This design comes from an exercise in tuning for small area on the open sky130 flow, not from production work.
In this exercise RTL edits were held to simulation tests only and were not proved equivalent to the original.

==> trial 85 <==
==> flow/design.v <==
package reg_file_32x32_pkg;
  localparam int REG_ADDR_W = 5;
  localparam int REG_COUNT  = 32;
  localparam int DATA_W_DEF = 32;
  function automatic logic reg_writable(input int idx, input int zero_r0);
    logic ok;
    if ((zero_r0 != 0) && (idx == 0)) begin
      ok = 1'b0;
    end else begin
      ok = 1'b1;
    end
    reg_writable = ok;
  endfunction
endpackage
module decoder5to32
(
  input  logic                  en,
  input  logic [reg_file_32x32_pkg::REG_ADDR_W-1:0] addr,
  output logic [reg_file_32x32_pkg::REG_COUNT-1:0]  onehot
);
  always_comb begin
    onehot = {reg_file_32x32_pkg::REG_COUNT{1'b0}};
    if (en) begin
      onehot[addr] = 1'b1;
    end else begin
      onehot = {reg_file_32x32_pkg::REG_COUNT{1'b0}};
    end
  end
endmodule
module reg_file_32x32
#(
  parameter int DATA_W  = reg_file_32x32_pkg::DATA_W_DEF,
  parameter int ZERO_R0 = 1
) (
  input  logic                  clk,
  input  logic                  rst_n,
  input  logic                  wr_en,
  input  logic [reg_file_32x32_pkg::REG_ADDR_W-1:0] wr_addr,
  input  logic [DATA_W-1:0]     wr_data,
  input  logic [reg_file_32x32_pkg::REG_ADDR_W-1:0] rd_addr_a,
  output logic [DATA_W-1:0]     rd_data_a,
  input  logic [reg_file_32x32_pkg::REG_ADDR_W-1:0] rd_addr_b,
  output logic [DATA_W-1:0]     rd_data_b
);
  logic [DATA_W-1:0]     regs_r [reg_file_32x32_pkg::REG_COUNT];
  logic [reg_file_32x32_pkg::REG_COUNT-1:0]  we_s;
  logic [reg_file_32x32_pkg::REG_ADDR_W-1:0] rd_addr_s [2];
  logic [DATA_W-1:0]     rd_data_s [2];
  decoder5to32 u_dec (
    .en     (wr_en),
    .addr   (wr_addr),
    .onehot (we_s)
  );
  always_ff @(posedge clk or negedge rst_n) begin
    if (!rst_n) begin
      for (int i = 0; i < reg_file_32x32_pkg::REG_COUNT; i++) begin
        regs_r[i] <= {DATA_W{1'b0}};
      end
    end else begin
      for (int i = 0; i < reg_file_32x32_pkg::REG_COUNT; i++) begin
        if (we_s[i] && reg_file_32x32_pkg::reg_writable(i, ZERO_R0)) begin
          regs_r[i] <= wr_data;
        end
      end
    end
  end
  assign rd_addr_s[0] = rd_addr_a;
  assign rd_addr_s[1] = rd_addr_b;
  always_comb begin
    for (int p = 0; p < 2; p++) begin
      rd_data_s[p] = {DATA_W{1'b0}};
      if (!rst_n) begin
        rd_data_s[p] = {DATA_W{1'b0}};
      end else if ((ZERO_R0 != 0) && (rd_addr_s[p] == {reg_file_32x32_pkg::REG_ADDR_W{1'b0}})) begin
        rd_data_s[p] = {DATA_W{1'b0}};
      end else begin
        rd_data_s[p] = regs_r[rd_addr_s[p]];
      end
    end
  end
  assign rd_data_a = rd_data_s[0];
  assign rd_data_b = rd_data_s[1];
endmodule
==> flow/run.sh <==
#!/bin/bash
# synth_recipe.tcl (not shown) runs the flow's synth.tcl, then flattens the netlist and writes it again
# the make line also repeats each setting of config.mk as NAME=value (left out here)
make -C /OpenROAD-flow-scripts/flow DESIGN_CONFIG=/design/flow/config.mk WORK_HOME=/design/flow/orfs CLKGATE_MAP_FILE= SYNTH_SCRIPT=/design/flow/synth_recipe.tcl finish
==> flow/config.mk <==
export PLATFORM = sky130hd
export DESIGN_NAME = reg_file_32x32
export DESIGN_NICKNAME = reg_file_32x32
export VERILOG_FILES = /design/flow/design.v
export SDC_FILE = /design/flow/constraint.sdc
export NUM_CORES = 4
export LEC_CHECK = 0
export CAP_MARGIN = 20
export CORE_MARGIN = 2
export CORE_UTILIZATION = 30
export SETUP_SLACK_MARGIN = 0.3
export SLEW_MARGIN = 20
==> flow/constraint.sdc <==
create_clock -name core_clock -period 7.5 [get_ports {clk}]
set_input_delay 1.5000 -clock core_clock [delete_from_list [all_inputs] [get_ports {clk}]]
set_output_delay 1.5000 -clock core_clock [all_outputs]
set_load 0.01 [all_outputs]
==> inputs of trial 87, as changes to trial 85 <==
==> flow/design.v (replaced) <==
package reg_file_32x32_pkg;
  localparam int REG_ADDR_W = 5;
  localparam int REG_COUNT  = 32;
  localparam int DATA_W_DEF = 32;
endpackage
module rf_bit
(
  input  logic clk,
  input  logic d,
  input  logic we,
  input  logic hold,
  output logic q
);
  always_ff @(posedge clk) begin
    q <= (q & hold) | (d & we);
  end
endmodule
module rf_valid
(
  input  logic clk,
  input  logic rst_n,
  input  logic we,
  output logic v
);
  always_ff @(posedge clk or negedge rst_n) begin
    if (!rst_n) begin
      v <= 1'b0;
    end else begin
      v <= v | we;
    end
  end
endmodule
module rf_o22ai
(
  input  logic a0, b0, a1, b1,
  output logic y
);
  assign y = ~((a0 | b0) & (a1 | b1));
endmodule
module rf_o21ai
(
  input  logic a0, b0, c,
  output logic y
);
  assign y = ~((a0 | b0) & c);
endmodule
module rf_nor4
(
  input  logic [3:0] a,
  output logic       y
);
  assign y = ~(|a);
endmodule
module rf_and4
(
  input  logic [3:0] a,
  output logic       y
);
  assign y = &a;
endmodule
module rf_nor16
(
  input  logic [15:0] a,
  output logic        y
);
  assign y = ~(|a[3:0]) & ~(|a[7:4]) & ~(|a[11:8]) & ~(|a[15:12]);
endmodule
module rf_rdbit
(
  input  logic [31:1] sn,
  input  logic [31:1] q,
  input  logic        any,
  output logic        y
);
  logic [15:0] l;
  logic [3:0]  m;
  for (genvar k = 0; k < 15; k++) begin : g_l1
    rf_o22ai u_o (.a0(sn[2*k+1]), .b0(q[2*k+1]), .a1(sn[2*k+2]), .b1(q[2*k+2]), .y(l[k]));
  end
  rf_o21ai u_o31 (.a0(sn[31]), .b0(q[31]), .c(any), .y(l[15]));
  rf_nor16 u_n (.a(l), .y(y));
endmodule
module reg_file_32x32
(
  input  logic        clk,
  input  logic        rst_n,
  input  logic        wr_en,
  input  logic [4:0]  wr_addr,
  input  logic [31:0] wr_data,
  input  logic [4:0]  rd_addr_a,
  output logic [31:0] rd_data_a,
  input  logic [4:0]  rd_addr_b,
  output logic [31:0] rd_data_b
);
  logic [31:1] we, hold, valid;
  logic [31:1] sn_a, sn_b;
  logic        any_a, any_b;
  logic [31:1] q_t [32];    
  always_comb begin
    for (int i = 1; i < 32; i++) begin
      we[i]   = wr_en && (wr_addr == i[4:0]);
      hold[i] = !(wr_en && (wr_addr == i[4:0]));
    end
  end
  always_comb begin
    for (int i = 1; i < 32; i++) begin
      sn_a[i] = !(valid[i] && (rd_addr_a == i[4:0]));
      sn_b[i] = !(valid[i] && (rd_addr_b == i[4:0]));
    end
    any_a = !(&sn_a);
    any_b = !(&sn_b);
  end
  for (genvar r = 1; r < 32; r++) begin : g_reg
    rf_valid u_v (.clk(clk), .rst_n(rst_n), .we(we[r]), .v(valid[r]));
    for (genvar b = 0; b < 32; b++) begin : g_bit
      rf_bit u_b (.clk(clk), .d(wr_data[b]), .we(we[r]), .hold(hold[r]), .q(q_t[b][r]));
    end
  end
  for (genvar b = 0; b < 32; b++) begin : g_rd
    rf_rdbit u_ra (.sn(sn_a), .q(q_t[b]), .any(any_a), .y(rd_data_a[b]));
    rf_rdbit u_rb (.sn(sn_b), .q(q_t[b]), .any(any_b), .y(rd_data_b[b]));
  end
endmodule
Settings changed: CORE_UTILIZATION 30 to 50, SETUP_SLACK_MARGIN 0.3 to 0, SYNTH_HIERARCHICAL from default to 1, SYNTH_MINIMUM_KEEP_SIZE from default to 0.
==> reports/results.txt <==
die width = 410 microns
die area = 168000 sq um
Worst path slowest cell = clkdlybuf4s50_1
multi-input gate share of total cell area = 39.9%
met2 usage = 40.7%
FF-to-FF End = regs_r[21][8]$_DFFE_PN0P_
adder-cell share of the synthesized area = 0.0760%
Switching Fraction = 30.3%
tap cells = 2175
met1 global-route usage = 36.6%
status = timing/DRC/antenna clean
Gate Count Post-Synth = 4225
# the run above: trial 85

==> reports/results.txt <==
status = timing/DRC/antenna clean
fin crit share = 94.1%
CP delay by family, top = simple AND/OR/NAND/NOR gates
die width = 285 microns
met2 usage = 67.4%
met3 Use GR = 24.1%
CP Data Required Time = 6.00 ns
Switching Fraction = 27.5%
HP Start = g_reg[2].g_bit[6].u_b.q$_DFF_P_
adder-cell share of the synthesized area = 0%
Seq Cell Count = 1023
Worst path slowest cell = nor3b_1
multi-input gate share of total cell area = 39.7%
Final Hold Viols = 0
FF-to-FF End = g_reg[21].u_v.v$_DFF_PN0_
initial antenna violation count = 16
Gate Count Post-Synth = 3635
die area = 81100 sq um
tap cells = 1040
met1 global-route usage = 61.4%
# the run above: trial 87

port drivers added, routing unchanged:
The results above use ideal ports. As a check the final layouts listed here were re-extracted and re-timed, cells and wires unchanged. Step 1 (the two cells are an assumption about what drives the block):
set clk [get_ports {clk}]
set_driving_cell -lib_cell sky130_fd_sc_hd__clkbuf_16 $clk
set_driving_cell -lib_cell sky130_fd_sc_hd__buf_2 [delete_from_list [all_inputs] $clk]
Step 2 times the ports against the registers' clock, not the clock port: input delays grow and output delays shrink by t, the midpoint of the rising clock arrivals with the driver on. Three values: no drivers, after step 1, after step 2; two values: the first two.
run	shift t [ns]	setup WS [ns]	worst hold slack (ns)	clock arrival spread, ns	slew at the worst register clock pin (ns)
trial 85	0.801	0.158 / 0.135 / 0.135	0.515 / 0.515 / 0.515	0.042 / 0.043	0.07 / 0.07
trial 87	0.744	0.444 / 0.209 / 0.209	0.508 / 0.508 / 0.508	0.032 / 0.031	0.07 / 0.07
After both steps every run listed still meets setup and hold. The setup slack of trial 87, which loses most, moves by -0.235 ns with the drivers and by -0.235 ns with both steps.
